This design comes from an exercise in tuning for small area on the open sky130 flow, not from production work.
At most, simulation tests tie the RTL to the original design; equivalence was not proved.
No functional check of the RTL was part of runs 1 to 4.
Power and IR drop assume default switching activity.

==> flow/flow/run.sh <==
#!/bin/bash
# Own flow: the standard layout, with the port buffers made from the smallest buffer
# cell and a clock tree without dummy loads. Every tool's output is logged in this folder.
set -euo pipefail
export BUFFER_PORTS_ARGS="-buffer_cell sky130_fd_sc_hd__buf_1"
export CTS_ARGS="-sink_clustering_enable -repair_clock_nets -dont_use_dummy_load"
bash standard.sh "BUFFER_PORTS_ARGS=$BUFFER_PORTS_ARGS" "CTS_ARGS=$CTS_ARGS" finish > standard_flow.log 2>&1
==> flow/config.mk <==
export PLATFORM = sky130hd
export DESIGN_NAME = trap_unit
export DESIGN_NICKNAME = trap_unit
export VERILOG_FILES = /design/flow/design.v
export SDC_FILE = /design/flow/constraint.sdc
export NUM_CORES = 4
export LEC_CHECK = 0
export CAP_MARGIN = 20
export CORE_MARGIN = 2
export CORE_UTILIZATION = 40
export SLEW_MARGIN = 20
==> flow/standard.sh <==
#!/bin/bash
# synth_recipe.tcl (not shown) runs the flow's synth.tcl, then flattens the netlist and writes it again
# the make line also repeats each setting of config.mk as NAME=value (left out here)
make -C /OpenROAD-flow-scripts/flow DESIGN_CONFIG=/design/flow/config.mk WORK_HOME=/design/flow/orfs CLKGATE_MAP_FILE= SYNTH_SCRIPT=/design/flow/synth_recipe.tcl "${@:-finish}"
==> flow/constraint.sdc <==
create_clock -name core_clock -period 5.5 [get_ports {clk}]
set_input_delay 1.1000 -clock core_clock [delete_from_list [all_inputs] [get_ports {clk}]]
set_output_delay 1.1000 -clock core_clock [all_outputs]
set_load 0.01 [all_outputs]
==> flow/design.v <==
`default_nettype none
package trap_pkg;
  localparam int xlen = 32;
  localparam logic [11:0] csr_mstatus_addr = 12'h300;
  localparam logic [11:0] csr_mie_addr     = 12'h304;
  localparam logic [11:0] csr_mtvec_addr   = 12'h305;
  localparam logic [11:0] csr_mepc_addr    = 12'h341;
  localparam logic [11:0] csr_mcause_addr  = 12'h342;
  localparam logic [11:0] csr_mtval_addr   = 12'h343;
  localparam logic [11:0] csr_mip_addr     = 12'h344;
  localparam logic [11:0] csr_mtimecmp_lo_addr = 12'h7c0;
  localparam logic [11:0] csr_mtimecmp_hi_addr = 12'h7c1;
  localparam logic [11:0] csr_irq_mask_addr    = 12'h7c2;
  localparam logic [11:0] csr_mtime_lo_addr    = 12'h7c4;
  localparam logic [11:0] csr_mtime_hi_addr    = 12'h7c5;
  localparam logic [30:0] cause_timer = 31'd7;
  localparam int          ext_irq_lines   = 8;
  localparam int unsigned ext_irq_base_id = 16;
  typedef struct packed {
    logic [23:0] rsvd_hi;
    logic        mpie;
    logic [2:0]  rsvd_mid;
    logic        mie;
    logic [2:0]  rsvd_lo;
  } mstatus_t;
  typedef struct packed {
    logic [19:0] rsvd_hi;
    logic        meie;
    logic [2:0]  rsvd_mid;
    logic        mtie;
    logic [6:0]  rsvd_lo;
  } mie_t;
  typedef struct packed {
    logic [19:0] rsvd_hi;
    logic        meip;
    logic [2:0]  rsvd_mid;
    logic        mtip;
    logic [6:0]  rsvd_lo;
  } mip_t;
  typedef struct packed {
    logic       occurred;
    logic [3:0] cause;
  } exc_cause_t;
  typedef struct packed {
    logic            valid;
    logic            write;
    logic [11:0]     addr;
    logic [xlen-1:0] wdata;
  } csr_req_t;
  typedef struct packed {
    logic            trap;
    logic [xlen-1:0] mepc;
    logic [xlen-1:0] mcause;
    logic [xlen-1:0] mtval;
  } trap_info_t;
endpackage
`default_nettype wire
`default_nettype none
module trap_unit (
  input  logic                               clk,
  input  logic                               reset,
  input  logic                               stall_n,
  input  logic                               hold_flag,
  input  logic                               exception_if,
  input  logic [3:0]                         cause_if,
  input  logic                               exception_id,
  input  logic [3:0]                         cause_id,
  input  logic [trap_pkg::xlen-1:0]          pc_id_ex,
  input  logic                               jump_en,
  input  logic [trap_pkg::xlen-1:0]          jump_addr,
  input  logic                               csr_valid,
  input  logic                               csr_write,
  input  logic [11:0]                        csr_addr,
  input  logic [trap_pkg::xlen-1:0]          csr_wdata,
  input  logic                               mret,
  input  logic [trap_pkg::ext_irq_lines-1:0] irq_lines,
  output logic [trap_pkg::xlen-1:0]          csr_rdata,
  output logic                               trap_taken,
  output logic [trap_pkg::xlen-1:0]          trap_target,
  output logic                               any_interrupt
);
  logic sel_mstatus, sel_mie, sel_mtvec, sel_mepc, sel_mcause, sel_mtval, sel_mip;
  logic sel_cmp_lo, sel_cmp_hi, sel_mask, sel_time_lo, sel_time_hi;
  logic csr_wr;
  assign sel_mstatus = csr_addr == trap_pkg::csr_mstatus_addr;
  assign sel_mie     = csr_addr == trap_pkg::csr_mie_addr;
  assign sel_mtvec   = csr_addr == trap_pkg::csr_mtvec_addr;
  assign sel_mepc    = csr_addr == trap_pkg::csr_mepc_addr;
  assign sel_mcause  = csr_addr == trap_pkg::csr_mcause_addr;
  assign sel_mtval   = csr_addr == trap_pkg::csr_mtval_addr;
  assign sel_mip     = csr_addr == trap_pkg::csr_mip_addr;
  assign sel_cmp_lo  = csr_addr == trap_pkg::csr_mtimecmp_lo_addr;
  assign sel_cmp_hi  = csr_addr == trap_pkg::csr_mtimecmp_hi_addr;
  assign sel_mask    = csr_addr == trap_pkg::csr_irq_mask_addr;
  assign sel_time_lo = csr_addr == trap_pkg::csr_mtime_lo_addr;
  assign sel_time_hi = csr_addr == trap_pkg::csr_mtime_hi_addr;
  assign csr_wr      = csr_valid && csr_write;
  logic       exc_if_occ, exc_ex_occ;
  logic [3:0] exc_if_cause, exc_ex_cause;
  always_ff @(posedge clk) begin
    if (reset || hold_flag) begin
      exc_if_occ <= 1'b0;
      exc_ex_occ <= 1'b0;
    end else if (stall_n) begin
      exc_if_occ <= exception_if;
      exc_ex_occ <= exception_id || exc_if_occ;
    end
  end
  always_ff @(posedge clk) begin
    if (stall_n) begin
      exc_if_cause <= cause_if;
      exc_ex_cause <= exception_id ? cause_id : exc_if_cause;
    end
  end
  logic [7:0] irq_mask;
  logic [7:0] pending;
  logic       meip;
  logic [2:0] ext_line;
  always_ff @(posedge clk) begin
    if (reset) begin
      irq_mask <= '0;
    end else if (csr_wr && sel_mask) begin
      irq_mask <= csr_wdata[7:0];
    end
  end
  assign pending = irq_lines & irq_mask;
  assign meip    = |pending;
  always_comb begin
    ext_line = 3'd0;
    for (int i = 7; i >= 0; i--) begin
      if (pending[i]) ext_line = 3'(i);
    end
  end
  logic [63:0] mtime;
  logic [63:0] mtimecmp;
  logic        mtip;
  always_ff @(posedge clk) begin
    if (reset) begin
      mtime <= '0;
    end else if (csr_wr && sel_time_lo) begin
      mtime[31:0] <= csr_wdata;
    end else if (csr_wr && sel_time_hi) begin
      mtime[63:32] <= csr_wdata;
    end else begin
      mtime <= mtime + 64'd1;
    end
  end
  always_ff @(posedge clk) begin
    if (reset) begin
      mtimecmp <= '1;
    end else if (csr_wr) begin
      if (sel_cmp_lo) mtimecmp[31:0]  <= csr_wdata;
      if (sel_cmp_hi) mtimecmp[63:32] <= csr_wdata;
    end
  end
  always_ff @(posedge clk) begin
    if (reset) begin
      mtip <= 1'b0;
    end else begin
      mtip <= mtime >= mtimecmp;
    end
  end
  logic mstatus_mie, mstatus_mpie;
  logic mie_meie, mie_mtie;
  logic ext_req, timer_req;
  logic ready_interrupt;
  logic int_ext;
  logic [2:0] int_line;
  assign ext_req       = mie_meie && meip;
  assign timer_req     = mie_mtie && mtip;
  assign any_interrupt = ext_req || timer_req;
  always_ff @(posedge clk) begin
    if (reset || ready_interrupt || !stall_n) begin
      ready_interrupt <= 1'b0;
    end else begin
      ready_interrupt <= any_interrupt && mstatus_mie && !exc_ex_occ;
    end
  end
  always_ff @(posedge clk) begin
    int_ext  <= ext_req;
    int_line <= ext_req ? ext_line : 3'd7;
  end
  logic [1:0]  jmp_pending;
  logic [31:0] last_jump_addr;
  always_ff @(posedge clk) begin
    if (reset) begin
      jmp_pending <= 2'b00;
    end else if (stall_n) begin
      jmp_pending <= jump_en ? 2'b11 : {jmp_pending[0], 1'b0};
    end
  end
  always_ff @(posedge clk) begin
    if (stall_n && jump_en) begin
      last_jump_addr <= jump_addr;
    end
  end
  logic       int_taken;
  logic [4:0] trap_code;
  assign int_taken  = ready_interrupt && !exc_ex_occ;
  assign trap_taken = ready_interrupt || exc_ex_occ;
  assign trap_code  = int_taken ? {int_ext, 1'b0, int_line} : {1'b0, exc_ex_cause};
  logic [31:0] mtvec;
  logic [31:0] mepc;
  logic [31:0] mcause;
  logic [31:0] mtval;
  always_ff @(posedge clk) begin
    if (reset) begin
      mstatus_mie  <= 1'b0;
      mstatus_mpie <= 1'b0;
    end else if (trap_taken) begin
      mstatus_mpie <= mstatus_mie;
      mstatus_mie  <= 1'b0;
    end else if (mret) begin
      mstatus_mie  <= mstatus_mpie;
      mstatus_mpie <= 1'b1;
    end else if (csr_wr && sel_mstatus) begin
      mstatus_mie  <= csr_wdata[3];
      mstatus_mpie <= csr_wdata[7];
    end
  end
  always_ff @(posedge clk) begin
    if (reset) begin
      mie_meie <= 1'b0;
      mie_mtie <= 1'b0;
    end else if (csr_wr && sel_mie) begin
      mie_meie <= csr_wdata[11];
      mie_mtie <= csr_wdata[7];
    end
  end
  always_ff @(posedge clk) begin
    if (reset) begin
      mtvec <= '0;
    end else if (csr_wr && sel_mtvec) begin
      mtvec <= csr_wdata;
    end
  end
  always_ff @(posedge clk) begin
    if (reset) begin
      mepc <= '0;
    end else if (trap_taken) begin
      mepc <= jmp_pending[1] ? last_jump_addr : pc_id_ex;
    end else if (csr_wr && sel_mepc) begin
      mepc <= {csr_wdata[31:2], 2'b00};
    end
  end
  always_ff @(posedge clk) begin
    if (trap_taken) begin
      mcause <= {int_taken, 26'd0, trap_code};
      mtval  <= '0;
    end else if (csr_wr) begin
      if (sel_mcause) mcause <= csr_wdata;
      if (sel_mtval)  mtval  <= csr_wdata;
    end
  end
  logic vec_int;
  assign vec_int = int_taken && mtvec[1:0] == 2'b01;
  assign trap_target = {mtvec[31:2] + (vec_int ? {25'd0, trap_code} : 30'd0), 2'b00};
  assign csr_rdata = {32{csr_valid}} & (
      ({32{sel_mstatus}} & {24'd0, mstatus_mpie, 3'd0, mstatus_mie, 3'd0}) |
      ({32{sel_mie}}     & {20'd0, mie_meie, 3'd0, mie_mtie, 7'd0}) |
      ({32{sel_mtvec}}   & mtvec) |
      ({32{sel_mepc}}    & mepc) |
      ({32{sel_mcause}}  & mcause) |
      ({32{sel_mtval}}   & mtval) |
      ({32{sel_mip}}     & {20'd0, meip, 3'd0, mtip, 7'd0}) |
      ({32{sel_cmp_lo}}  & mtimecmp[31:0]) |
      ({32{sel_cmp_hi}}  & mtimecmp[63:32]) |
      ({32{sel_mask}}    & {24'd0, irq_mask}) |
      ({32{sel_time_lo}} & mtime[31:0]) |
      ({32{sel_time_hi}} & mtime[63:32]));
endmodule
`default_nettype wire
==> impl_metrics.toml, run 1 <==
[yosys]
synth_xor_xnor_area_share = 0.0220
synthCells = 2168
synth_top_family_by_area = "compound AO/OA/AOI/OAI gates"
synth_edf_count = 46
synth_seq_area_share = 0.380
synth_adder_area_share = 0.0499
synth_compound_area_frac = 0.229
synthTopCellsByArea = "dfxtp_1 (30%), edfxtp_1 (7.7%), nand2_1 (7.2%)"
yosys_register_bits = 318
synth.top_cell.area_share = 0.303
synthArstFlopShare = 0
synthMuxAreaShare = 0.0438
synthFlopType = "dfxtp_1"
netlist_area_um2 = 18000
syn_avg_cell_area_um2 = 8.28
netlist.top_cell.by_area = "dfxtp_1"
synth-simple-area-share = 0.209
synth_cell_types = 85
yosysWarnings = 1

[placement]
place.port_buffers = 197
hpwl_um = 51300
routabilityCongestion = 0.978
pre_cts_ws_ns = 0.590
dp_cells = 2830

[cts]
cts_root_buf = "clkbuf_16"
cts_buffers = 38
cts_max_path_buffers = 3
clk_pin_slew_ns = 0.04
cts_resized = 0
numClockSinks = 318
post_cts_buffers = 0
clock_latency_ns = 0.56
h-tree-depth = 2
holdBufCountCts = 0
cts_tree = "done"

[timing]
finalHoldViolCount = 0
skew_ns = 0.0333
slew_headroom = 0.260
setup_viol = 0
maxSlewViolCount = 0
period_share = 0.937
fin_setup_tns_ns = 0
setup_ws_ns = 0.346
tightest_slew_ns = 1.11
holdWs_ns = 0.455
rsz0062_at_grt = "false"
fmax_mhz = 194
min_period_ns = 5.15

[pwr]
peakVddDrop_mv = 0.229
total_leakage_power_nw = 7.50
power.density_nw_per_um2 = 243

[critical_path]
cp.arrival_ns = 4.05
crit_fanout = 11
cp_num_buf_inv = 3
cpMaxStageDelayCell = "dfxtp_1"
path_cells = "nor4bb_2 -> and2_1 -> ha_1 -> inv_1 -> fa_1 -> nor2b_1 -> o21a_1 -> o21ai_0 -> a211oi_1 -> buf_4 -> nand4_1 -> xnor2_1 -> buf_1"
worstPathRequired_ns = 4.40
endpoint_kind = "output pin"
cpLargestDelayFamily = "simple AND/OR/NAND/NOR gates"
critPathKind = "flip-flop to output pin"
slowest_delay_ns = 0.55
cp-start-kind = "flip-flop"

[cells_and_area]
syn_to_final_growth_pct = 11.8
fin_cells = 2868
n_antenna_cell = 0
num-nets-final = 2483
drive_gt1_frac = 0.0681

[floorplanning]
rows = 77
initial_utilization = 0.406
dieHeight_um = 216
fp.dieArea_um2 = 46600
core_area_um2 = 44200
pin_count = 200
die_w_um = 216

[outcome]
outcome = "no timing/DRC/antenna violations"

[flow_run]
max-cap-violations = 0

[global_route]
track_usage = 0.291
grt-ovfl-total = 0
grt_pass1_wl_um = 103000
grt_max_degree = 76
first_global_vias = 16296
antenna_found_initial = 3

[detailed_routing]
postRouteAntennaNets = 0
dr_total_vias = 17665
met1Wirelength_um = 29700
met2RoutedLength_um = 29500
wl_per_cell_um = 24.2
maxUsedRoutingLayer = "met5"
drt_iter0_drc = 2112
met3_length_um = 7310
vias_per_cell = 6.16
firstDrtPassIters = 8
wirelength_um = 69300
drcViolationCount = 0

[min_path]
holdCritPathClass = "flip-flop to flip-flop"
==> worst min-delay path, cell delays in order (launching register included) <==
cell,delay [ns]
dfxtp_1,0.30
nand2_1,0.05
a21oi_1,0.05
==> registers in the layout, indices dropped and copies added (netlist names), 2 cells and up <==
register	count
irq_mask	8
mtvec	32
mcause	32
jmp_pending	2
exc_if_cause	4
int_line	3
mtime	64
mtval	32
exc_ex_cause	4
mtimecmp	64
mepc	32
last_jump_addr	32
==> kinds of logic (layout without fill, tap and decap cells) <==
logic type,Yosys count,count (layout)
compound gates,619,619
flops,318,318
simple gates,765,765
other cells,1,3
buf+inv,273,379
mux,76,76
xor+xnor,45,45
fa+ha+maj,71,71
==> per-layer routing <==
layer / track usage / up-vias
met2: 0.431 / 993
met3: 0.0537 / 163
met1: 0.414 / 8397
met4: 0.115 / 6
li1: - / 8106
met5: 0 / -
==> synthesized netlist by cell type (6+ instances only) <==
master,number
nor3_1,28
or3_1,9
nor3_2,6
nand3_1,47
and4_1,13
o21a_1,9
and2_1,15
or4_1,9
and3_1,21
edfxtp_1,46
clkbuf_1,124
nor4_1,13
inv_1,85
a22o_1,23
buf_1,9
o211ai_1,73
xor2_1,12
nor2_1,160
xnor2_1,33
nand4b_1,10
mux2i_1,64
dfxtp_1,272
a21o_1,21
a221oi_1,15
a31oi_1,42
a211oi_1,56
buf_4,12
nand2_1,343
a2111oi_0,7
buf_2,32
a22oi_1,61
nand4_1,37
nor3b_1,6
ha_1,70
a222oi_1,24
a21oi_1,213
o21ai_0,43
mux2_2,11
==> per-stage QoR <==
step,util,instance area (µm²),power (W)
after floorplan,-,18000,0.00264
after global placement,0.432,19100,0.00277
after detailed placement,0.432,19100,0.00277
after CTS,0.454,20100,0.00490
after global routing,0.454,20100,0.00502
final,0.454,20100,0.00488
==> final timing paths <==
path	start	to	slack, ns	cells past startpoint
worst max register to register	mtime[1]	mtime[60]	2.50	7
worst min-delay path	mtval[3]	mtval[3]	0.46	2
worst max-delay path	ready_interrupt	trap_target[30]	0.35	13
worst min register to register	mtval[3]	mtval[3]	0.46	2
==> placed cells by master, fill, tap and decap left out, types with 6 or more instances in the layout <==
cell         n
ha_1        70
edfxtp_1    46
xor2_1      12
nor2_1     160
a221oi_1    15
clkbuf_16   38
o21a_1       9
a22o_1      23
nor3_1      28
a21o_1      21
a21oi_1    213
a2111oi_0    7
nor4_1      12
buf_1      195
a222oi_1    24
mux2_2      11
and3_1      19
or3_1        9
and2_1      15
and4_1      13
a211oi_1    56
a22oi_1     61
mux2i_1     64
xnor2_1     33
nand2_1    343
dfxtp_1    271
nor3b_1      6
o211ai_1    73
nand4b_1    10
inv_1       85
or4_1        9
nand4_1     37
buf_4       56
nand3_1     47
o21ai_0     43
a31oi_1     41
==> power by group <==
group	leakage, nW	switching, W	internal, W
registers	2.63	0.0000343	0.00240
clock network	0.468	0.000947	0.00121
logic	4.40	0.000207	0.0000889
total	7.50	0.00119	0.00370
==> area by class of cell <==
class                   instances  area [µm²]
fillers                      4348       24100
repair buffers                254        1180
well taps                     592         741
multi-input cells            1579       10000
flip-flops and latches        318        6830
inverters                      87         329
clock buffers                  38         951
==> run 2: changes to the inputs <==
==> flow/flow/run.sh (replaced) <==
#!/bin/bash
# Own flow: the standard layout, with the port buffers made from the smallest buffer
# cell and a lighter clock tree without dummy loads. Each tool logs to this folder.
set -euo pipefail
export BUFFER_PORTS_ARGS="-buffer_cell sky130_fd_sc_hd__buf_1"
export CTS_ARGS="-sink_clustering_enable -repair_clock_nets -dont_use_dummy_load -buf_list sky130_fd_sc_hd__clkbuf_4 -sink_clustering_size 20"
bash standard.sh "BUFFER_PORTS_ARGS=$BUFFER_PORTS_ARGS" "CTS_ARGS=$CTS_ARGS" finish > standard_flow.log 2>&1
==> impl_metrics.toml, run 2 <==
[global_route]
top_usage_layer = "met2"
grt.met1_usage = 0.410
grt-ovfl-total = 0
grtUsageMet3 = 0.0620
grt_pass1_wl_um = 104000
track_usage = 0.292
use_met2 = 0.429
antenna_found_initial = 5
first_global_vias = 16802
grt_max_degree = 76

[cts]
cts_buffers = 88
cts_max_path_buffers = 3
cts_root_buf = "clkbuf_4"
clock_latency_ns = 0.80
numClockSinks = 318
h-tree-depth = 3
post_cts_buffers = 0
clk_pin_slew_ns = 0.06
cts_tree = "done"
holdBufCountCts = 0

[floorplanning]
pin_count = 200
die_w_um = 216
dieHeight_um = 216
core_area_um2 = 44200
rows = 77
fp.dieArea_um2 = 46600
initial_utilization = 0.406

[timing]
setup_viol = 0
rsz0062_at_grt = "false"
min_period_ns = 5.16
fin_setup_tns_ns = 0
skew_ns = 0.0862
fmax_mhz = 194
tightest_slew_ns = 1.10
slew_headroom = 0.266
maxSlewViolCount = 0
finalHoldViolCount = 0
period_share = 0.937

[yosys]
synth_common_cells = "nand2_1 (343), dfxtp_1 (272), a21oi_1 (213)"
syn_avg_cell_area_um2 = 8.28
netlist_area_um2 = 18000
synthArstFlopShare = 0
synthFlopType = "dfxtp_1"
synth_seq_area_share = 0.380
synth.top_cell.area_share = 0.303
synthCells = 2168
synth_cell_types = 85
yosys_register_bits = 318
synth.most_common_cell = "nand2_1"
yosysWarnings = 1
synthTopCellsByArea = "dfxtp_1 (30%), edfxtp_1 (7.7%), nand2_1 (7.2%)"
netlist.top_cell.by_area = "dfxtp_1"
synth_edf_count = 46

[placement]
hpwl_um = 51300
place.port_buffers = 197
routabilityCongestion = 0.978

[pwr]
pwr-share-seq = 0.557
p_clk_frac = 0.375
comb_power_share = 0.068
internal_power_w = 0.00321
power_w = 0.00436
p_sw_frac = 0.265
total_leakage_power_nw = 7.44
peakVddDrop_mv = 0.188
p_switching_w = 0.00116
power.density_nw_per_um2 = 220

[detailed_routing]
postRouteAntennaNets = 0
wl_per_cell_um = 23.8
firstDrtPassIters = 6
drt_iter0_drc = 2052
vias_per_cell = 6.12
drcViolationCount = 0
dr_total_vias = 17867
wirelength_um = 69600

[critical_path]
worstPathRequired_ns = 4.40
cp.arrival_ns = 4.06
cp-start-kind = "flip-flop"
crit_fanout = 12
endpoint_kind = "output pin"
critPathKind = "flip-flop to output pin"

[cells_and_area]
num-fill-cells = 4431
drive_gt1_frac = 0.0886
final_cell_mix = "nand2_1 (343), dfxtp_1 (270), a21oi_1 (213), buf_1 (195), nor2_1 (160)"
largestRegisters = "mtime (64), mtimecmp (64)"
multi_input_area_um2 = 10000
syn_to_final_growth_pct = 10.3
num-nets-final = 2533
seq_area_um2 = 6830
final_common_cell = "nand2_1"

[flow_run]
max-cap-violations = 0

[min_path]
holdCritPathClass = "flip-flop to flip-flop"

[outcome]
outcome = "no timing/DRC/antenna violations"
==> run 2: timing repair <==
action / CTS / global route
endpoints found under the hold margin: 0 / 0
endpoints found under the setup margin: 3 / 9
pin swaps: 0 / 0
resized for setup: 1 / 2
==> run 2: layout make-up <==
type | instances | area share
sequential | 318 | 0.345
inverter | 87 | 0.0166
timing repair buffer | 254 | 0.0598
antenna | 2 | 0.000253
clock buffer | 88 | 0.0334
multi-input combinational | 1579 | 0.508
tap | 592 | 0.0374
==> run 2: worst max-delay path, stage by stage (launching register included) <==
cell and delay [ns]:
dfxtp_1 0.46, nor4bb_4 0.41, and2_1 0.18, ha_1 0.17, inv_1 0.06, fa_1 0.39, nor2b_1 0.12, o21a_1 0.14
o21ai_0 0.27, a211oi_1 0.37, buf_4 0.20, nand4_1 0.12, xnor2_1 0.17, buf_1 0.20
==> run 2: through the flow <==
stage	hold slack, ns	cell area (µm²)	utilization	setup WS [ns]	cells
after floorplan	0.392	18000	-	1.36	2170
after global placement	0.442	19100	0.432	0.615	2830
after detailed placement	0.448	19100	0.432	0.590	2830
after CTS	0.388	19800	0.447	0.0413	2918
after global routing	0.412	19800	0.448	0.0806	2920
final	0.436	19800	0.448	0.345	2920
==> run 2: cell families after synthesis <==
group,count (synthesis),synth area share
AO/OA/AOI/OAI,619,0.229
other,1,0.000209
multiplexers,76,0.0438
AND/OR/NAND/NOR,765,0.209
buffers and inverters,273,0.0666
XOR/XNOR,45,0.0220
adder cells (fa/ha/maj),71,0.0499
flip-flops,318,0.380
==> run 2: final timing paths <==
path	from	to	slack, ns	depth (start not counted)
min	mie_meie	int_line[1]	0.44	1
min reg2reg	mie_meie	int_line[1]	0.44	1
max reg2reg	mtime[1]	mtime[60]	2.51	7
max	exc_ex_occ	trap_target[30]	0.34	13
==> run 2: per-layer routing <==
layer / part of all wire / wire length (µm)
met1: 0.43 / 30200
met2: 0.43 / 29800
met3: 0.10 / 7020
met4: 0.037 / 2610
met5: 0.00052 / 36
==> run 2: power groups by stage <==
stage,combinational [W],clock (W),sequential [W]
after CTS,0.000290,0.00167,0.00243
after floorplan,0.000177,0,0.00246
after detailed placement,0.000288,0,0.00248
after global placement,0.000286,0,0.00248
after global routing,0.000316,0.00178,0.00243
final,0.000296,0.00164,0.00243
==> run 3: changes to the inputs <==
==> flow/flow/run.sh (replaced) <==
#!/bin/bash
# Own flow: the standard layout, with the port buffers made from the smallest buffer
# cell and a lighter clock tree without dummy loads. Each tool logs to this folder.
set -euo pipefail
export BUFFER_PORTS_ARGS="-buffer_cell sky130_fd_sc_hd__buf_1"
export CTS_ARGS="-sink_clustering_enable -repair_clock_nets -dont_use_dummy_load -buf_list sky130_fd_sc_hd__clkbuf_8 -sink_clustering_size 30"
bash standard.sh "BUFFER_PORTS_ARGS=$BUFFER_PORTS_ARGS" "CTS_ARGS=$CTS_ARGS" finish > standard_flow.log 2>&1
==> impl_metrics.toml, run 3 <==
[yosys]
synth_common_cells = "nand2_1 (343), dfxtp_1 (272), a21oi_1 (213)"
netlist.top_cell.by_area = "dfxtp_1"
synthArstFlopShare = 0
synth_seq_area_share = 0.380
synthFlopType = "dfxtp_1"
synthTopCellsByArea = "dfxtp_1 (30%), edfxtp_1 (7.7%), nand2_1 (7.2%)"
synth_cell_types = 85
yosys_register_bits = 318
yosysWarnings = 1
synth.most_common_cell = "nand2_1"
synth.top_cell.area_share = 0.303
syn_avg_cell_area_um2 = 8.28
synthCells = 2168
synth_edf_count = 46
netlist_area_um2 = 18000

[floorplanning]
rows = 77
core_area_um2 = 44200
fp.dieArea_um2 = 46600
dieHeight_um = 216
initial_utilization = 0.406
die_w_um = 216
pin_count = 200

[cts]
h-tree-depth = 2
cts_tree = "done"
holdBufCountCts = 0
clk_pin_slew_ns = 0.06
cts_max_path_buffers = 3
post_cts_buffers = 0
cts_resized = 0
clock_latency_ns = 0.66
cts_root_buf = "clkbuf_8"
numClockSinks = 318
cts_buffers = 54

[cells_and_area]
fin_area_um2 = 19900
drive_gt1_frac = 0.0746
final_cell_mix = "nand2_1 (343), dfxtp_1 (271), a21oi_1 (213), buf_1 (195), nor2_1 (160)"
largestRegisters = "mtime (64), mtimecmp (64)"
num-fill-cells = 4395
final_common_cell = "nand2_1"
num-nets-final = 2499
fin_cells = 2885
syn_to_final_growth_pct = 10.7

[global_route]
antenna_found_initial = 4
track_usage = 0.291
grt_max_degree = 76
first_global_vias = 16539
grt-ovfl-total = 0
grt_pass1_wl_um = 104000

[detailed_routing]
postRouteAntennaNets = 0
firstDrtPassIters = 9
wirelength_um = 69600
vias_per_cell = 6.14
wl_per_cell_um = 24.1
drt_iter0_drc = 1991
drcViolationCount = 0
dr_total_vias = 17704

[pwr]
power_w = 0.00451
comb_power_share = 0.066
internal_power_w = 0.00335
peakVddDrop_mv = 0.176
pwr-share-seq = 0.540
p_clk_frac = 0.395
power.density_nw_per_um2 = 227
total_leakage_power_nw = 7.42
p_switching_w = 0.00116
p_sw_frac = 0.258

[critical_path]
crit_fanout = 11
cp-start-kind = "flip-flop"
cp.arrival_ns = 4.06
endpoint_kind = "output pin"
ff2ff_setup_slack_ns = 2.51
worstPathRequired_ns = 4.40
critPathKind = "flip-flop to output pin"

[placement]
place_area_um2 = 19100
routabilityCongestion = 0.978
dp_cells = 2830
hpwl_um = 51300
place.port_buffers = 197

[timing]
fin_setup_tns_ns = 0
maxSlewViolCount = 0
slew_headroom = 0.264
finalHoldViolCount = 0
fmax_mhz = 194
skew_ns = 0.0549
tightest_slew_ns = 1.10
period_share = 0.938
min_period_ns = 5.16
holdWs_ns = 0.456
setup_viol = 0
rsz0062_at_grt = "false"

[flow_run]
max-cap-violations = 0

[min_path]
holdCritPathClass = "flip-flop to flip-flop"

[outcome]
outcome = "no timing/DRC/antenna violations"
==> run 3: cell types whose count changed in the layout (fill, tap and decap cells not counted), sizes merged <==
cell    change
clkbuf     -34
diode       -1
==> run 3: critical path: stages (launching register included) <==
cell      delay [ns]
dfxtp_1         0.55
nor4bb_4        0.44
and2_1          0.17
ha_1            0.17
inv_1           0.06
fa_1            0.39
nor2b_1         0.13
o21a_1          0.14
o21ai_0         0.28
a211oi_1        0.38
buf_4           0.20
nand4_1         0.12
xnor2_1         0.18
buf_1           0.20
==> run 3: final cells by class <==
type / count / area (µm²) / area share
timing repair buffer: 254 / 1180 / 0.0596
inverter: 87 / 329 / 0.0166
clock buffer: 54 / 743 / 0.0374
multi-input combinational: 1579 / 10000 / 0.506
tap: 592 / 741 / 0.0373
sequential: 318 / 6830 / 0.344
antenna: 1 / 2.50 / 0.000126
==> run 3: per-stage QoR <==
stage	setup slack, ns	util
global route	0.0580	0.449
floorplan	1.36	-
CTS	0.0822	0.449
finish	0.339	0.449
global placement	0.615	0.432
detailed placement	0.590	0.432
==> run 3: power by group through the flow <==
stage	logic [W]	registers (W)	clock network, W
floorplan	0.000177	0.00246	0
global route	0.000316	0.00243	0.00190
global placement	0.000286	0.00248	0
detailed placement	0.000288	0.00248	0
finish	0.000296	0.00243	0.00178
CTS	0.000290	0.00243	0.00181
==> run 3: final timing paths <==
check,endpoint,cells after the start,start
max,trap_target[30],13,ready_interrupt
min,mtval[20],2,mtval[20]
max reg2reg,mtime[60],7,mtime[1]
min reg2reg,mtval[20],2,mtval[20]
==> run 3: cells by family after synthesis <==
group / Yosys count / synth area share
buffers and inverters: 273 / 0.0666
other: 1 / 0.000209
adder cells (fa/ha/maj): 71 / 0.0499
XOR/XNOR: 45 / 0.0220
multiplexers: 76 / 0.0438
flip-flops: 318 / 0.380
AO/OA/AOI/OAI: 619 / 0.229
AND/OR/NAND/NOR: 765 / 0.209
==> run 3: layer usage <==
layer  wire [µm]  vias to the layer above  share of wire  GRT usage
met3        7070                      166           0.10     0.0585
li1            -                     8133              -          -
met5          42                        -        0.00060          0
met1       30100                     8467           0.43      0.413
met4        2820                        6          0.040      0.121
met2       29500                      932           0.42      0.429
==> run 4: changes to the inputs <==
==> flow/flow/run.sh (replaced) <==
#!/bin/bash
# Own flow: the standard layout (standard.sh) with
#  - port buffers made from the smallest buffer cell (buf_1),
#  - a clock tree without dummy loads,
#  - (if flow/area.abc exists) an area-oriented ABC mapping script in the synthesis.
# Each tool's output is logged in this folder (standard_flow.log, and ORFS's own logs under orfs/logs).
set -euo pipefail
W=$(pwd)
export OWN_WORK=$W
export OWN_ABC_SCRIPT=$W/flow/area.abc
export BUFFER_PORTS_ARGS="-buffer_cell sky130_fd_sc_hd__buf_1"
export CTS_ARGS="-sink_clustering_enable -repair_clock_nets -dont_use_dummy_load "
bash standard.sh "SYNTH_SCRIPT=$W/flow/synth_wrap.tcl" "BUFFER_PORTS_ARGS=$BUFFER_PORTS_ARGS" "CTS_ARGS=$CTS_ARGS"  finish > standard_flow.log 2>&1
==> flow/flow/area.abc (new file) <==
strash
&get -n
&st
&dch
&nf -R 1000
&put
topo
stime -c
==> flow/flow/synth_wrap.tcl (new file) <==
# The standard flow's synthesis script with Yosys's abc call given the area-oriented ABC script in
# flow/area.abc; every other step (registers included) is the standard synthesis's.
proc abc {args} {
  set i [lsearch -exact $args -script]
  if {$i >= 0} { lset args [expr {$i + 1}] $::env(OWN_ABC_SCRIPT) }
  yosys abc {*}$args
}
source $::env(OWN_WORK)/synth_recipe.tcl
==> impl_metrics.toml, run 4 <==
[cts]
cts_tree = "done"
cts_root_buf = "clkbuf_16"
numClockSinks = 318
cts_max_path_buffers = 3
cts_buffers = 38
clock_latency_ns = 0.55
post_cts_buffers = 0
clk_pin_slew_ns = 0.05
h-tree-depth = 2
cts_resized = 0
holdBufCountCts = 0

[min_path]
holdCritPathClass = "flip-flop to flip-flop"
worstHoldStart = "mie_meie"

[cells_and_area]
largestRegisters = "mtime (64), mtimecmp (64)"
n_antenna_cell = 0
final_common_cell = "nor2_1"
final_cell_mix = "nor2_1 (387), dfxtp_1 (271), buf_1 (196), a21oi_1 (188), nand2_1 (172)"
drive_gt1_frac = 0.0438
fin_cells = 2816
num-nets-final = 2491
syn_to_final_growth_pct = 16.9

[pwr]
pwr-share-seq = 0.499
comb_power_share = 0.055
peakVddDrop_mv = 0.228
internal_power_w = 0.00369
total_leakage_power_nw = 6.99
p_sw_frac = 0.239
p_clk_frac = 0.446
power_w = 0.00485
p_switching_w = 0.00116
power.density_nw_per_um2 = 254

[global_route]
grt_max_degree = 128
first_global_vias = 15646
grt_pass1_wl_um = 95500
antenna_found_initial = 2
grt-ovfl-total = 0
track_usage = 0.296

[timing]
slew_headroom = 0.223
period_share = 0.948
min_period_ns = 5.22
maxSlewViolCount = 0
rsz0062_at_grt = "false"
finalHoldViolCount = 0
skew_ns = 0.0309
fin_setup_tns_ns = 0
fmax_mhz = 192
setup_viol = 0
tightest_slew_ns = 1.16

[placement]
routabilityCongestion = 0.956
place.port_buffers = 197
hpwl_um = 45000
dp_cells = 2778

[floorplanning]
die_w_um = 206
rows = 74
initial_utilization = 0.403
pin_count = 200
dieHeight_um = 206
fp.dieArea_um2 = 42500
core_area_um2 = 40600

[detailed_routing]
wl_per_cell_um = 22.6
met3_length_um = 5980
firstDrtPassIters = 8
maxUsedRoutingLayer = "met5"
vias_per_cell = 6.01
dr_total_vias = 16930
drt_iter0_drc = 1977
met1Wirelength_um = 27600
met2RoutedLength_um = 28000
wirelength_um = 63500
postRouteAntennaNets = 0
drcViolationCount = 0

[critical_path]
endpoint_kind = "output pin"
crit_fanout = 8
cp.arrival_ns = 4.12
critPathKind = "flip-flop to output pin"
cp-start-kind = "flip-flop"
worstPathRequired_ns = 4.40
timing.rr.start = "mtime[0]"
crit_start = "exc_ex_occ"

[yosys]
synthCells = 2009
synth.most_common_cell = "nor2_1"
synth.top_cell.area_share = 0.333
synth_seq_area_share = 0.418
netlist.top_cell.by_area = "dfxtp_1"
netlist_area_um2 = 16300
synthFlopType = "dfxtp_1"
synth_edf_count = 46
synth_common_cells = "nor2_1 (394), dfxtp_1 (272), a21oi_1 (189)"
yosys_register_bits = 318
yosysWarnings = 1
synth_cell_types = 47
synthTopCellsByArea = "dfxtp_1 (33%), nor2_1 (9.1%), edfxtp_1 (8.5%)"
synthArstFlopShare = 0
syn_avg_cell_area_um2 = 8.13

[outcome]
outcome = "no timing/DRC/antenna violations"

[flow_run]
max-cap-violations = 0
-- run 4: changes by cell type after synthesis, moves of 24 or more --
cell	delta
xor2_1	+29
o211ai_1	-65
a22oi_1	-34
nand2_1	-169
a21oi_1	-24
nor3_1	+106
o21ai_0	+128
inv_1	-85
buf_2	-32
clkbuf_1	-124
mux2i_1	-32
clkinv_1	+78
nor2_1	+234
-- run 4: power groups by stage --
stage          combinational (W)  clock (W)  sequential [W]
4_1_cts                 0.000262    0.00219         0.00242
2_1_floorplan           0.000107          0         0.00247
3_3_place_gp            0.000257          0         0.00247
6_report                0.000266    0.00216         0.00242
5_1_grt                 0.000289    0.00228         0.00242
3_5_place_dp            0.000261          0         0.00247
-- run 4: final cells by class --
cell class | count | area, µm²
Clock buffer | 38 | 951
Multi-Input combinational cell | 1612 | 9280
Inverter | 79 | 297
Fill cell | 4059 | 21500
Tap cell | 532 | 666
Timing Repair Buffer | 237 | 1070
Sequential cell | 318 | 6830
-- run 4: logic make-up (layout without fill, tap and decap cells) --
kind of cell,count (synthesis),count (layout),synth area share
multiplexers,36,36,0.0224
AO/OA/AOI/OAI,573,573,0.216
adder cells (fa/ha/maj),71,71,0.0548
XOR/XNOR,81,81,0.0434
buffers and inverters,81,354,0.0191
other,1,3,0.000230
AND/OR/NAND/NOR,848,848,0.226
flip-flops,318,318,0.418
-- run 4: worst max-delay path, cell delays in order, from the launching register on --
cell     delay [ns]
dfxtp_1        0.41
nor2b_1        0.08
buf_4          0.17
and3_1         0.17
ha_1           0.34
nand3_1        0.10
nand2_1        0.10
a21o_1         0.12
a21o_1         0.14
and3_1         0.21
nand3_1        0.23
nor4_1         0.72
nand3_1        0.26
nor2_1         0.18
xor2_1         0.16
buf_1          0.18
-- run 4: through the flow --
stage	worst slack (ns)	utilization	cell area, µm²	hold WS [ns]
floorplan	0.489	-	16300	0.380
global placement	0.716	0.447	18100	0.421
detailed placement	0.728	0.447	18100	0.428
CTS	0.108	0.470	19100	0.455
global route	0.0117	0.471	19100	0.489
finish	0.284	0.471	19100	0.447
-- run 4: path summary, 6_finish.rpt --
kind                endpoint  cells after the start  slack (ns)
min reg2reg      int_line[2]                      1        0.45
max          trap_target[31]                     15        0.28
max reg2reg        mtime[60]                     14        1.29
min              int_line[2]                      1        0.45
-- run 4: layer usage --
layer	up-vias	global-route usage
li1	7957	-
met1	8064	0.422
met2	799	0.453
met3	108	0.0501
met4	2	0.0980
met5	-	0
==> run 5: changes to the inputs <==
--- a/flow/design.v
+++ b/flow/design.v
@@ -134,17 +134,29 @@
   logic [63:0] mtime;
   logic [63:0] mtimecmp;
   logic        mtip;
-  always_ff @(posedge clk) begin
-    if (reset) begin
-      mtime <= '0;
-    end else if (csr_wr && sel_time_lo) begin
-      mtime[31:0] <= csr_wdata;
-    end else if (csr_wr && sel_time_hi) begin
-      mtime[63:32] <= csr_wdata;
-    end else begin
-      mtime <= mtime + 64'd1;
+  logic        inc_en;
+  logic [8:0]  blk_carry;
+  logic [64:0] carry;
+  logic [63:0] mtime_inc;
+  logic        time_ge;
+  assign inc_en = !(csr_wr && (sel_time_lo || sel_time_hi));
+  always_comb begin
+    blk_carry[0] = inc_en;
+    for (int k = 0; k < 8; k++) blk_carry[k+1] = blk_carry[k] & (&mtime[8*k +: 8]);
+    for (int k = 0; k < 8; k++) begin
+      carry[8*k] = blk_carry[k];
+      for (int j = 0; j < 8; j++) begin
+        mtime_inc[8*k+j] = mtime[8*k+j] ^ carry[8*k+j];
+        carry[8*k+j+1]   = mtime[8*k+j] & carry[8*k+j];
+      end
     end
   end
+  logic [31:0] wdata_rst0;
+  assign wdata_rst0 = reset ? 32'd0 : csr_wdata;
+  always_ff @(posedge clk) begin
+    mtime[31:0]  <= (reset || (csr_wr && sel_time_lo)) ? wdata_rst0 : mtime_inc[31:0];
+    mtime[63:32] <= (reset || (csr_wr && sel_time_hi)) ? wdata_rst0 : mtime_inc[63:32];
+  end
   always_ff @(posedge clk) begin
     if (reset) begin
       mtimecmp <= '1;
@@ -153,11 +165,24 @@
       if (sel_cmp_hi) mtimecmp[63:32] <= csr_wdata;
     end
   end
+  always_comb begin
+    logic ge_blk, gt_blk;
+    time_ge = 1'b1;
+    for (int k = 0; k < 8; k++) begin
+      ge_blk = 1'b1;
+      gt_blk = 1'b0;
+      for (int j = 0; j < 8; j++) begin
+        ge_blk = (mtime[8*k+j] & ~mtimecmp[8*k+j]) | (mtime[8*k+j] & ge_blk) | (~mtimecmp[8*k+j] & ge_blk);
+        gt_blk = (mtime[8*k+j] & ~mtimecmp[8*k+j]) | (mtime[8*k+j] & gt_blk) | (~mtimecmp[8*k+j] & gt_blk);
+      end
+      time_ge = time_ge ? ge_blk : gt_blk;
+    end
+  end
   always_ff @(posedge clk) begin
     if (reset) begin
       mtip <= 1'b0;
     end else begin
-      mtip <= mtime >= mtimecmp;
+      mtip <= time_ge;
     end
   end
   logic mstatus_mie, mstatus_mpie;
@@ -252,21 +277,53 @@
       if (sel_mtval)  mtval  <= csr_wdata;
     end
   end
-  logic vec_int;
+  logic        vec_int;
+  logic [4:0]  vec_add;
+  logic [5:0]  low_sum;
+  logic [5:0]  grp_ones;
+  logic [24:0] hi_pre;
+  logic [24:0] hi_flip;
   assign vec_int = int_taken && mtvec[1:0] == 2'b01;
-  assign trap_target = {mtvec[31:2] + (vec_int ? {25'd0, trap_code} : 30'd0), 2'b00};
-  assign csr_rdata = {32{csr_valid}} & (
-      ({32{sel_mstatus}} & {24'd0, mstatus_mpie, 3'd0, mstatus_mie, 3'd0}) |
-      ({32{sel_mie}}     & {20'd0, mie_meie, 3'd0, mie_mtie, 7'd0}) |
-      ({32{sel_mtvec}}   & mtvec) |
-      ({32{sel_mepc}}    & mepc) |
-      ({32{sel_mcause}}  & mcause) |
-      ({32{sel_mtval}}   & mtval) |
-      ({32{sel_mip}}     & {20'd0, meip, 3'd0, mtip, 7'd0}) |
-      ({32{sel_cmp_lo}}  & mtimecmp[31:0]) |
-      ({32{sel_cmp_hi}}  & mtimecmp[63:32]) |
-      ({32{sel_mask}}    & {24'd0, irq_mask}) |
-      ({32{sel_time_lo}} & mtime[31:0]) |
-      ({32{sel_time_hi}} & mtime[63:32]));
+  assign vec_add = vec_int ? trap_code : 5'd0;
+  assign low_sum = {1'b0, mtvec[6:2]} + {1'b0, vec_add};
+  always_comb begin
+    for (int k = 0; k < 5; k++) begin
+      hi_pre[5*k] = 1'b1;
+      for (int j = 1; j < 5; j++) hi_pre[5*k+j] = hi_pre[5*k+j-1] & mtvec[7+5*k+j-1];
+    end
+    grp_ones[0] = 1'b1;
+    for (int k = 0; k < 5; k++) grp_ones[k+1] = grp_ones[k] & hi_pre[5*k+4] & mtvec[7+5*k+4];
+    for (int k = 0; k < 5; k++)
+      for (int j = 0; j < 5; j++)
+        hi_flip[5*k+j] = grp_ones[k] & hi_pre[5*k+j];
+  end
+  assign trap_target = {mtvec[31:7] ^ ({25{low_sum[5]}} & hi_flip), low_sum[4:0], 2'b00};
+  logic rd_mstatus, rd_mie, rd_mtvec, rd_mepc, rd_mcause, rd_mtval, rd_mip;
+  logic rd_cmp_lo, rd_cmp_hi, rd_mask, rd_time_lo, rd_time_hi;
+  assign rd_mstatus = csr_valid && sel_mstatus;
+  assign rd_mie     = csr_valid && sel_mie;
+  assign rd_mtvec   = csr_valid && sel_mtvec;
+  assign rd_mepc    = csr_valid && sel_mepc;
+  assign rd_mcause  = csr_valid && sel_mcause;
+  assign rd_mtval   = csr_valid && sel_mtval;
+  assign rd_mip     = csr_valid && sel_mip;
+  assign rd_cmp_lo  = csr_valid && sel_cmp_lo;
+  assign rd_cmp_hi  = csr_valid && sel_cmp_hi;
+  assign rd_mask    = csr_valid && sel_mask;
+  assign rd_time_lo = csr_valid && sel_time_lo;
+  assign rd_time_hi = csr_valid && sel_time_hi;
+  assign csr_rdata =
+      ({32{rd_mstatus}} & {24'd0, mstatus_mpie, 3'd0, mstatus_mie, 3'd0}) |
+      ({32{rd_mie}}     & {20'd0, mie_meie, 3'd0, mie_mtie, 7'd0}) |
+      ({32{rd_mtvec}}   & mtvec) |
+      ({32{rd_mepc}}    & mepc) |
+      ({32{rd_mcause}}  & mcause) |
+      ({32{rd_mtval}}   & mtval) |
+      ({32{rd_mip}}     & {20'd0, meip, 3'd0, mtip, 7'd0}) |
+      ({32{rd_cmp_lo}}  & mtimecmp[31:0]) |
+      ({32{rd_cmp_hi}}  & mtimecmp[63:32]) |
+      ({32{rd_mask}}    & {24'd0, irq_mask}) |
+      ({32{rd_time_lo}} & mtime[31:0]) |
+      ({32{rd_time_hi}} & mtime[63:32]);
 endmodule
 `default_nettype wire
--- a/flow/flow/run.sh
+++ b/flow/flow/run.sh
@@ -9,5 +9,5 @@
 export OWN_WORK=$W
 export OWN_ABC_SCRIPT=$W/flow/area.abc
 export BUFFER_PORTS_ARGS="-buffer_cell sky130_fd_sc_hd__buf_1"
-export CTS_ARGS="-sink_clustering_enable -repair_clock_nets -dont_use_dummy_load "
+export CTS_ARGS="-sink_clustering_enable -repair_clock_nets -dont_use_dummy_load -buf_list sky130_fd_sc_hd__clkbuf_8 -sink_clustering_size 16 -sink_buffer_max_cap_derate 1.0 -sink_clustering_max_diameter 100"
 bash standard.sh "SYNTH_SCRIPT=$W/flow/synth_wrap.tcl" "BUFFER_PORTS_ARGS=$BUFFER_PORTS_ARGS" "CTS_ARGS=$CTS_ARGS"  finish > standard_flow.log 2>&1
==> flow/flow/area.abc (replaced) <==
strash
&get -n
&st
&dch
&nf
&put
topo
stime -c
==> impl_metrics.toml, run 5 <==
[outcome]
outcome = "no timing/DRC/antenna violations"

[pwr]
peakVddDrop_mv = 0.176
total_leakage_power_nw = 6.61
power.density_nw_per_um2 = 223

[critical_path]
ff2ff_setup_slack_ns = 0.85
endpoint = "trap_target[29]"
timing.rr.start = "mtime[32]"
reg2regPathDepth = 13
crit_start = "mtvec[0]"
rr_endpoint = "mtip"
cp-start-kind = "flip-flop"
endpoint_kind = "output pin"
crit_fanout = 4
worstPathRequired_ns = 4.40
cp.arrival_ns = 4.18
critPathKind = "flip-flop to output pin"

[detailed_routing]
firstDrtPassIters = 8
dr_total_vias = 14562
drt_iter0_drc = 1317
wl_per_cell_um = 21.3
drcViolationCount = 0
vias_per_cell = 5.73
wirelength_um = 54300
postRouteAntennaNets = 0

[global_route]
track_usage = 0.274
grt_max_degree = 151
top_usage_layer = "met2"
antenna_found_initial = 1
grtUsageMet3 = 0.0319
use_met2 = 0.463
grt-ovfl-total = 0
grt_pass1_wl_um = 83000
grt.met1_usage = 0.370
first_global_vias = 14173

[cells_and_area]
drive_gt1_frac = 0.0492
syn_to_final_growth_pct = 14.5
final_cell_mix = "dfxtp_1 (269), nand2_1 (229), nor2_1 (228), buf_1 (195), a21oi_1 (170)"
n_antenna_cell = 0
largestRegisters = "mtime (64), mtimecmp (64)"
num-nets-final = 2231
final_common_cell = "dfxtp_1"
finalCoreUtilization = 0.463

[cts]
clock_latency_ns = 0.60
cts_root_buf = "clkbuf_8"
cts_max_path_buffers = 3
holdBufCountCts = 0
clk_pin_slew_ns = 0.11
h-tree-depth = 1
cts_tree = "done"
numClockSinks = 318
cts_buffers = 23

[min_path]
min_path_cells = 2
holdCritPathClass = "flip-flop to flip-flop"

[yosys]
synth_edf_count = 46
yosys_register_bits = 318
synth_common_cells = "dfxtp_1 (272), nor2_1 (236), nand2_1 (229)"
netlist_area_um2 = 15200
synth_cell_types = 49
yosysWarnings = 1
synth_seq_area_share = 0.449
netlist.top_cell.by_area = "dfxtp_1"
synthArstFlopShare = 0
synthCells = 1768
synth.most_common_cell = "dfxtp_1"
syn_avg_cell_area_um2 = 8.60
synth.top_cell.area_share = 0.358
synthFlopType = "dfxtp_1"
synthTopCellsByArea = "dfxtp_1 (36%), edfxtp_1 (9.1%), nor2_1 (5.8%)"

[floorplanning]
initial_utilization = 0.405
dieHeight_um = 199
fp.dieArea_um2 = 39600
core_area_um2 = 37600
pin_count = 200
rows = 71
die_w_um = 199

[timing]
min_period_ns = 5.28
skew_ns = 0.0286
slew_headroom = 0.259
maxSlewViolCount = 0
setup_viol = 0
fin_setup_tns_ns = 0
rsz0062_at_grt = "false"
finalHoldViolCount = 0
period_share = 0.960
tightest_slew_ns = 1.11
holdWs_ns = 0.457
fmax_mhz = 189

[placement]
hpwl_um = 36800
routabilityCongestion = 0.879
place.port_buffers = 197

[flow_run]
max-cap-violations = 0
## run 5: cell count changes after synthesis, moves of 18 or more
| cell | previous run | this run |
|---|---|---|
| nand3_1 | 36 | 14 |
| a211oi_1 | 50 | 7 |
| a221oi_1 | 27 | 6 |
| mux2i_1 | 32 | 9 |
| o211ai_1 | 8 | 26 |
| maj3_1 | 0 | 69 |
| nand2b_1 | 1 | 78 |
| nand2_1 | 174 | 229 |
| xnor2_1 | 40 | 11 |
| a22oi_1 | 27 | 70 |
| nor2_1 | 394 | 236 |
| nor3_1 | 134 | 44 |
| xor2_1 | 41 | 17 |
## run 5: cell type report
class                      instances  area [µm²]
fill                            3774       20200
multi-input combinational       1385        8280
sequential                       318        6830
timing repair buffer             241        1100
tap                              511         639
clock buffer                      23         317
inverter                          65         244
## run 5: cells by family (layout without fill, tap and decap cells)
group,count (synthesis),count (layout),share of synthesized area
AND/OR/NAND/NOR,706,706,0.210
AO/OA/AOI/OAI,503,503,0.200
flip-flops,318,318,0.449
adder cells (fa/ha/maj),132,132,0.0978
buffers and inverters,67,329,0.0170
XOR/XNOR,28,28,0.0161
multiplexers,13,13,0.00889
other,1,3,0.000247
## run 5: worst min path at each step
stage,start,endpoint,slack (ns)
floorplan,mie_meie,int_line[2],0.38
global placement,mepc[25],mepc[25],0.44
detailed placement,mepc[25],mepc[25],0.45
CTS,mepc[25],mepc[25],0.46
global route,mie_meie,int_line[2],0.47
finish,mepc[25],mepc[25],0.46
## run 5: metal layers
| layer | wire (µm) | vias to the layer above |
|---|---|---|
| met5 | 0 | - |
| met4 | 1390 | 0 |
| met3 | 3550 | 84 |
| met2 | 25600 | 529 |
| met1 | 23700 | 6991 |
| li1 | - | 6958 |
## run 5: where the power goes
group          internal, W  total, W  leakage [nW]  switching [W]
Combinational    0.0000888  0.000272          3.80       0.000183
Clock             0.000377   0.00115         0.165       0.000773
Sequential         0.00241   0.00246          2.64      0.0000487
Total              0.00288   0.00388          6.61        0.00100
## run 5: critical path: stages, from the launching register on
cell      delay (ns)
dfxtp_1         0.34
nor2b_2         0.17
and3_1          0.21
ha_4            0.30
nand4_1         0.11
o211ai_1        0.21
buf_4           0.17
and4_4          0.24
and4_4          0.26
and4_4          0.26
nand3_1         0.13
nor2_2          0.16
and2_4          0.16
and3_4          0.21
nand3_4         0.11
nor2_4          0.13
buf_4           0.12
xor2_1          0.15
buf_1           0.16
## run 5: what timing repair did
| item | 4_1_cts | 5_1_grt |
|---|---|---|
| pin swaps | 2 | 3 |
| gates cloned | 0 | 0 |
| setup buffers | 2 | 4 |
| endpoints found under the setup margin | 6 | 4 |
| endpoints found under the hold margin | 0 | 0 |
| gates resized for setup | 14 | 10 |
## run 5: metrics by stage
| stage | power [W] | instance area, µm² | instances | setup slack (ns) |
|---|---|---|---|---|
| after floorplan | 0.00262 | 15200 | 1770 | 0.220 |
| after global placement | 0.00277 | 17000 | 2514 | 0.130 |
| after detailed placement | 0.00278 | 17000 | 2514 | -0.0352 |
| after CTS | 0.00391 | 17300 | 2539 | 0.0214 |
| after global routing | 0.00403 | 17400 | 2543 | 0.00874 |
| final | 0.00388 | 17400 | 2543 | 0.218 |
==> run 6: changes to the inputs <==
--- a/flow/flow/run.sh
+++ b/flow/flow/run.sh
@@ -9,5 +9,5 @@
 export OWN_WORK=$W
 export OWN_ABC_SCRIPT=$W/flow/area.abc
 export BUFFER_PORTS_ARGS="-buffer_cell sky130_fd_sc_hd__buf_1"
-export CTS_ARGS="-sink_clustering_enable -repair_clock_nets -dont_use_dummy_load -buf_list sky130_fd_sc_hd__clkbuf_8 -sink_clustering_size 16 -sink_buffer_max_cap_derate 1.0 -sink_clustering_max_diameter 100"
+export CTS_ARGS="-sink_clustering_enable -repair_clock_nets -dont_use_dummy_load -buf_list sky130_fd_sc_hd__clkbuf_8 -sink_clustering_size 14 -sink_buffer_max_cap_derate 1.0 -sink_clustering_max_diameter 100"
 bash standard.sh "SYNTH_SCRIPT=$W/flow/synth_wrap.tcl" "BUFFER_PORTS_ARGS=$BUFFER_PORTS_ARGS" "CTS_ARGS=$CTS_ARGS"  finish > standard_flow.log 2>&1
--- a/flow/config.mk
+++ b/flow/config.mk
@@ -7,5 +7,5 @@
 export LEC_CHECK = 0
 export CAP_MARGIN = 20
 export CORE_MARGIN = 2
-export CORE_UTILIZATION = 40
+export CORE_UTILIZATION = 50
 export SLEW_MARGIN = 20
==> impl_metrics.toml, run 6 <==
[yosys]
synth_compound_area_frac = 0.200
synth-simple-area-share = 0.210
netlist.top_cell.by_area = "dfxtp_1"
synth_top_family_by_area = "simple AND/OR/NAND/NOR gates"
synth.top_cell.area_share = 0.358
synth_adder_area_share = 0.0978
syn_avg_cell_area_um2 = 8.60
synth_seq_area_share = 0.449
synthMuxAreaShare = 0.00889
synth_cell_types = 49
synthTopCellsByArea = "dfxtp_1 (36%), edfxtp_1 (9.1%), nor2_1 (5.8%)"
synthArstFlopShare = 0
synthFlopType = "dfxtp_1"
netlist_area_um2 = 15200
synth_edf_count = 46
synth.most_common_cell = "dfxtp_1"
synthCells = 1768
yosysWarnings = 1
synth_common_cells = "dfxtp_1 (272), nor2_1 (236), nand2_1 (229)"
yosys_register_bits = 318
synth_xor_xnor_area_share = 0.0161

[cells_and_area]
drive_gt1_frac = 0.0473
n_antenna_cell = 0
num-nets-final = 2228
final_cell_mix = "dfxtp_1 (269), nand2_1 (228), nor2_1 (228), buf_1 (195), a21oi_1 (170)"
num-fill-cells = 2821
syn_to_final_growth_pct = 13.5
fin_cells = 2419
final_common_cell = "dfxtp_1"
largestRegisters = "mtime (64), mtimecmp (64)"

[critical_path]
crit_start = "ready_interrupt"
slowest_delay_ns = 0.33
crit_top_cell = "and4_4"
crit_fanout = 8
cp-start-kind = "flip-flop"
path_cells = "nor2b_1 -> buf_4 -> and3_4 -> ha_4 -> a21oi_1 -> nand3b_1 -> o211ai_1 -> buf_4 -> and4_4 -> and4_4 -> and4_4 -> nand3_4 -> nor2_4 -> and2_4 -> and3_4 -> nand3_4 -> nor2_4 -> nand3_2 -> xnor2_2 -> buf_2"
endpoint_kind = "output pin"
timing.rr.start = "mtime[32]"
cp_num_buf_inv = 3
ff2ff_setup_slack_ns = 0.82
worstPathRequired_ns = 4.40
cpMaxStageDelayCell = "dfxtp_2"
cp.arrival_ns = 4.23
critPathKind = "flip-flop to output pin"
cpLargestDelayFamily = "simple AND/OR/NAND/NOR gates"

[timing]
skew_ns = 0.0259
fmax_mhz = 188
fin_setup_tns_ns = 0
slew_headroom = 0.251
min_period_ns = 5.33
rsz0062_at_grt = "false"
maxSlewViolCount = 0
setup_viol = 0
period_share = 0.969
finalHoldViolCount = 0
tightest_slew_ns = 1.12

[detailed_routing]
firstDrtPassIters = 8
vias_per_cell = 6.06
drt_iter0_drc = 1289
wl_per_cell_um = 21.8
drcViolationCount = 0
dr_total_vias = 14656
postRouteAntennaNets = 0
wirelength_um = 52700

[pwr]
comb_power_share = 0.068
p_switching_w = 0.00100
total_leakage_power_nw = 6.60
power.density_nw_per_um2 = 228
peakVddDrop_mv = 0.163
pwr-share-seq = 0.627
internal_power_w = 0.00292
power_w = 0.00392
p_clk_frac = 0.304
p_sw_frac = 0.255

[cts]
cts_tree = "done"
cts_max_path_buffers = 3
cts_root_buf = "clkbuf_8"
clk_pin_slew_ns = 0.08
cts_buffers = 26
h-tree-depth = 1
holdBufCountCts = 0
clock_latency_ns = 0.59
numClockSinks = 318

[placement]
place.port_buffers = 197
dp_cells = 2389
hpwl_um = 34700
routabilityCongestion = 0.865

[floorplanning]
fp.dieArea_um2 = 31800
dieHeight_um = 178
rows = 63
die_w_um = 178
initial_utilization = 0.510
core_area_um2 = 29800
pin_count = 200

[outcome]
outcome = "no timing/DRC/antenna violations"

[global_route]
grt_max_degree = 179
antenna_found_initial = 0
grt_pass1_wl_um = 80300
track_usage = 0.328
first_global_vias = 13770
grt-ovfl-total = 0

[min_path]
holdCritPathClass = "flip-flop to flip-flop"
worstHoldStart = "mepc[31]"

[flow_run]
max-cap-violations = 0
[run 6: metal layers]
layer  up-vias  wire length, µm  GRT usage
met2       585            24200      0.538
met1      7033            23300      0.456
met4         0             1430     0.0894
met5         -                0          0
met3        86             3760     0.0416
li1       6952                -          -
[run 6: path summary, 6_finish.rpt]
path	depth (start not counted)	endpoint
max reg2reg	13	mtip
max	20	trap_target[31]
min	2	mepc[31]
min reg2reg	2	mepc[31]
[run 6: cell type report]
cell class	instances	area, µm²	share of cell area
Clock buffer	26	358	0.0207
Inverter	65	244	0.0141
Multi-Input combinational cell	1385	8270	0.480
Sequential cell	318	6830	0.396
Tap cell	390	488	0.0283
Timing Repair Buffer	235	1050	0.0611
[run 6: per-stage QoR]
stage,setup slack [ns],hold WS [ns],util,area [µm²]
final,0.172,0.457,0.579,17200
after global routing,0.00261,0.475,0.579,17200
after CTS,0.00664,0.460,0.576,17200
after detailed placement,0.168,0.444,0.563,16800
after global placement,0.318,0.443,0.563,16800
after floorplan,0.220,0.380,-,15200
[run 6: power groups by stage]
stage	logic (W)	clock network [W]	registers [W]
after global routing	0.000299	0.00128	0.00247
final	0.000269	0.00119	0.00246
after detailed placement	0.000265	0	0.00251
after CTS	0.000266	0.00122	0.00246
after global placement	0.000260	0	0.00251
after floorplan	0.000126	0	0.00250
[run 6: cell families (layout without fill, tap and decap cells)]
family,after synthesis,after routing
compound gates,503,503
fa+ha+maj,132,132
xor+xnor,28,28
mux,13,13
other cells,1,3
simple gates,706,706
buf+inv,67,326
flops,318,318
[run 6: worst reg2reg max path, stage by stage, from the launching register on]
cell and delay, ns:
dfxtp_1 0.40, nand2b_1 0.18, maj3_1 0.36, maj3_1 0.36, maj3_1 0.37, maj3_1 0.37, maj3_1 0.38, maj3_1 0.37
maj3_1 0.36, mux2i_1 0.28, mux2i_1 0.30, mux2i_1 0.52, nor2_1 0.10, a311oi_1 0.24
[run 6: what timing repair did]
| item | in CTS | in global routing |
|---|---|---|
| resized for setup | 11 | 12 |
| setup buffers | 1 | 3 |
| pin swaps | 2 | 3 |
| setup endpoints to repair | 4 | 4 |
==> run 7: changes to the inputs <==
--- a/flow/config.mk
+++ b/flow/config.mk
@@ -7,5 +7,5 @@
 export LEC_CHECK = 0
 export CAP_MARGIN = 20
 export CORE_MARGIN = 2
-export CORE_UTILIZATION = 50
+export CORE_UTILIZATION = 40
 export SLEW_MARGIN = 20
==> impl_metrics.toml, run 7 <==
[outcome]
outcome = "no timing/DRC/antenna violations"

[yosys]
yosysWarnings = 1
synthArstFlopShare = 0
synth_common_cells = "dfxtp_1 (272), nor2_1 (236), nand2_1 (229)"
synth_seq_area_share = 0.449
synthFlopType = "dfxtp_1"
netlist_area_um2 = 15200
synth_cell_types = 49
netlist.top_cell.by_area = "dfxtp_1"
synth.most_common_cell = "dfxtp_1"
synthTopCellsByArea = "dfxtp_1 (36%), edfxtp_1 (9.1%), nor2_1 (5.8%)"
synthCells = 1768
synth_edf_count = 46
synth.top_cell.area_share = 0.358
syn_avg_cell_area_um2 = 8.60
yosys_register_bits = 318

[timing]
setup_ws_ns = 0.225
min_period_ns = 5.28
fmax_mhz = 190
slew_headroom = 0.267
skew_ns = 0.0274
tightest_slew_ns = 1.10
setup_viol = 0
maxSlewViolCount = 0
period_share = 0.959
finalHoldViolCount = 0
rsz0062_at_grt = "false"

[cells_and_area]
final_common_cell = "dfxtp_1"
drive_gt1_frac = 0.0506
num-nets-final = 2234
final_cell_mix = "dfxtp_1 (269), nand2_1 (229), nor2_1 (228), buf_1 (195), a21oi_1 (170)"
num-fill-cells = 3776
largestRegisters = "mtime (64), mtimecmp (64)"
syn_to_final_growth_pct = 14.8

[floorplanning]
core_area_um2 = 37600
dieHeight_um = 199
die_w_um = 199
pin_count = 200
initial_utilization = 0.405
fp.dieArea_um2 = 39600
rows = 71

[global_route]
grtUsageMet3 = 0.0337
use_met2 = 0.461
grt-ovfl-total = 0
top_usage_layer = "met2"
first_global_vias = 14141
grt.met1_usage = 0.369
grt_max_degree = 151
track_usage = 0.273
antenna_found_initial = 0
grt_pass1_wl_um = 82700

[cts]
h-tree-depth = 1
cts_buffers = 26
cts_root_buf = "clkbuf_8"
cts_max_path_buffers = 3
holdBufCountCts = 0
numClockSinks = 318
cts_tree = "done"
clk_pin_slew_ns = 0.09
clock_latency_ns = 0.59

[detailed_routing]
postRouteAntennaNets = 0
drt_iter0_drc = 1320
firstDrtPassIters = 6
vias_per_cell = 5.73
wl_per_cell_um = 21.3
wirelength_um = 54300
drcViolationCount = 0
dr_total_vias = 14598

[pwr]
peakVddDrop_mv = 0.196
total_leakage_power_nw = 6.63
power_w = 0.00394
power.density_nw_per_um2 = 226

[min_path]
holdCritPathClass = "flip-flop to flip-flop"

[flow_run]
max-cap-violations = 0

[critical_path]
cp.arrival_ns = 4.18
worstPathRequired_ns = 4.40
endpoint_kind = "output pin"
crit_fanout = 4
critPathKind = "flip-flop to output pin"
cp-start-kind = "flip-flop"

[placement]
routabilityCongestion = 0.879
place.port_buffers = 197
pre_cts_ws_ns = -0.0352
hpwl_um = 36800
[run 7: worst paths after layout]
check	from	endpoint	slack (ns)	cells past startpoint
min	mepc[25]	mepc[25]	0.46	2
min reg2reg	mepc[25]	mepc[25]	0.46	2
max reg2reg	mtime[32]	mtip	0.82	13
max	mtvec[0]	trap_target[29]	0.22	18
[run 7: layout make-up]
class                      instances  area [µm²]  share of cell area
multi-input combinational       1385        8280               0.474
sequential                       318        6830               0.391
timing repair buffer             241        1100              0.0630
tap                              511         639              0.0366
clock buffer                      26         358              0.0205
inverter                          65         244              0.0140
antenna                            1        2.50            0.000143
[run 7: repair_timing]
item	in CTS	in global routing
setup endpoints to repair	6	4
buffers inserted	2	4
pin swaps	2	3
endpoints found under the hold margin	0	0
gates resized for setup	12	12
[run 7: logic make-up (layout without fill, tap and decap cells)]
family                     Yosys count  in the layout  share of synthesized area
and+or+nand+nor                    706            706                      0.210
AOI/OAI and AO/OA                  503            503                      0.200
DFF                                318            318                      0.449
adders and majority gates          132            132                     0.0978
buffers and inverters               67            332                     0.0170
xor gates and xnor gates            28             28                     0.0161
muxes                               13             13                    0.00889
other                                1              4                   0.000247
[run 7: per-layer routing]
| layer | vias to the layer above | share of wire |
|---|---|---|
| met5 | - | 0 |
| met4 | 0 | 0.027 |
| met3 | 86 | 0.066 |
| met2 | 550 | 0.47 |
| met1 | 6990 | 0.44 |
| li1 | 6972 | - |
[run 7: critical path, cell delays in order, from the launching register on]
cell,delay [ns]
dfxtp_1,0.33
nor2b_2,0.17
and3_1,0.21
ha_4,0.30
nand4_1,0.11
o211ai_1,0.21
buf_4,0.17
and4_4,0.24
and4_4,0.26
and4_4,0.26
nand3_1,0.13
nor2_2,0.16
and2_4,0.16
and3_4,0.21
nand3_4,0.11
nor2_4,0.14
buf_4,0.12
xor2_1,0.15
buf_1,0.16
[run 7: per-stage QoR]
stage / instances / cell area (µm²) / TNS, ns / hold WS [ns] / util
final: 2547 / 17500 / 0 / 0.456 / 0.464
after global routing: 2546 / 17400 / 0 / 0.476 / 0.464
after CTS: 2542 / 17400 / 0 / 0.459 / 0.462
after detailed placement: 2514 / 17000 / -0.0352 / 0.445 / 0.451
after global placement: 2514 / 17000 / 0 / 0.438 / 0.451
after floorplan: 1770 / 15200 / 0 / 0.380 / -
[run 7: where the power goes]
group | internal, W | switching, W | total, W | leakage, nW
clock | 0.000423 | 0.000788 | 0.00121 | 0.187
combinational | 0.0000889 | 0.000183 | 0.000272 | 3.80
sequential | 0.00241 | 0.0000487 | 0.00246 | 2.64
total | 0.00292 | 0.00102 | 0.00394 | 6.63

[separate check: timing with driven ports]
How much do the figures lean on ideal ports? The routed layouts below were timed once more, with nothing changed but the port constraints. Step 1, drivers: a clkbuf_16 drives clk and a buf_2 each remaining input, both assumed. Step 2, shift: input delay + t, output delay - t, t = (earliest + latest rising clock arrival at the registers) / 2. This alone moves slack from input paths to output paths. a / b / c = ideal ports / drivers / drivers and shift; a / b = the first two.
run	shift t [ns]	slack for setup (ns)	slew at the worst register clock pin (ns)
run 1	0.604	0.346 / 0.285 / 0.484	0.06 / 0.06
run 2	0.825	0.345 / 0.287 / 0.524	0.07 / 0.07
run 3	0.685	0.339 / 0.282 / 0.493	0.07 / 0.07
run 4	0.595	0.284 / 0.230 / 0.809	0.06 / 0.06
run 5	0.634	0.218 / 0.166 / 0.191	0.12 / 0.12
run 6	0.628	0.172 / 0.123 / 0.205	0.10 / 0.10
run 7	0.627	0.225 / 0.176 / 0.188	0.10 / 0.10
After both steps setup and hold are still met in every run listed. The setup slack of run 7, which loses most, moves by -0.049 ns with the drivers and by -0.037 ns with both steps.
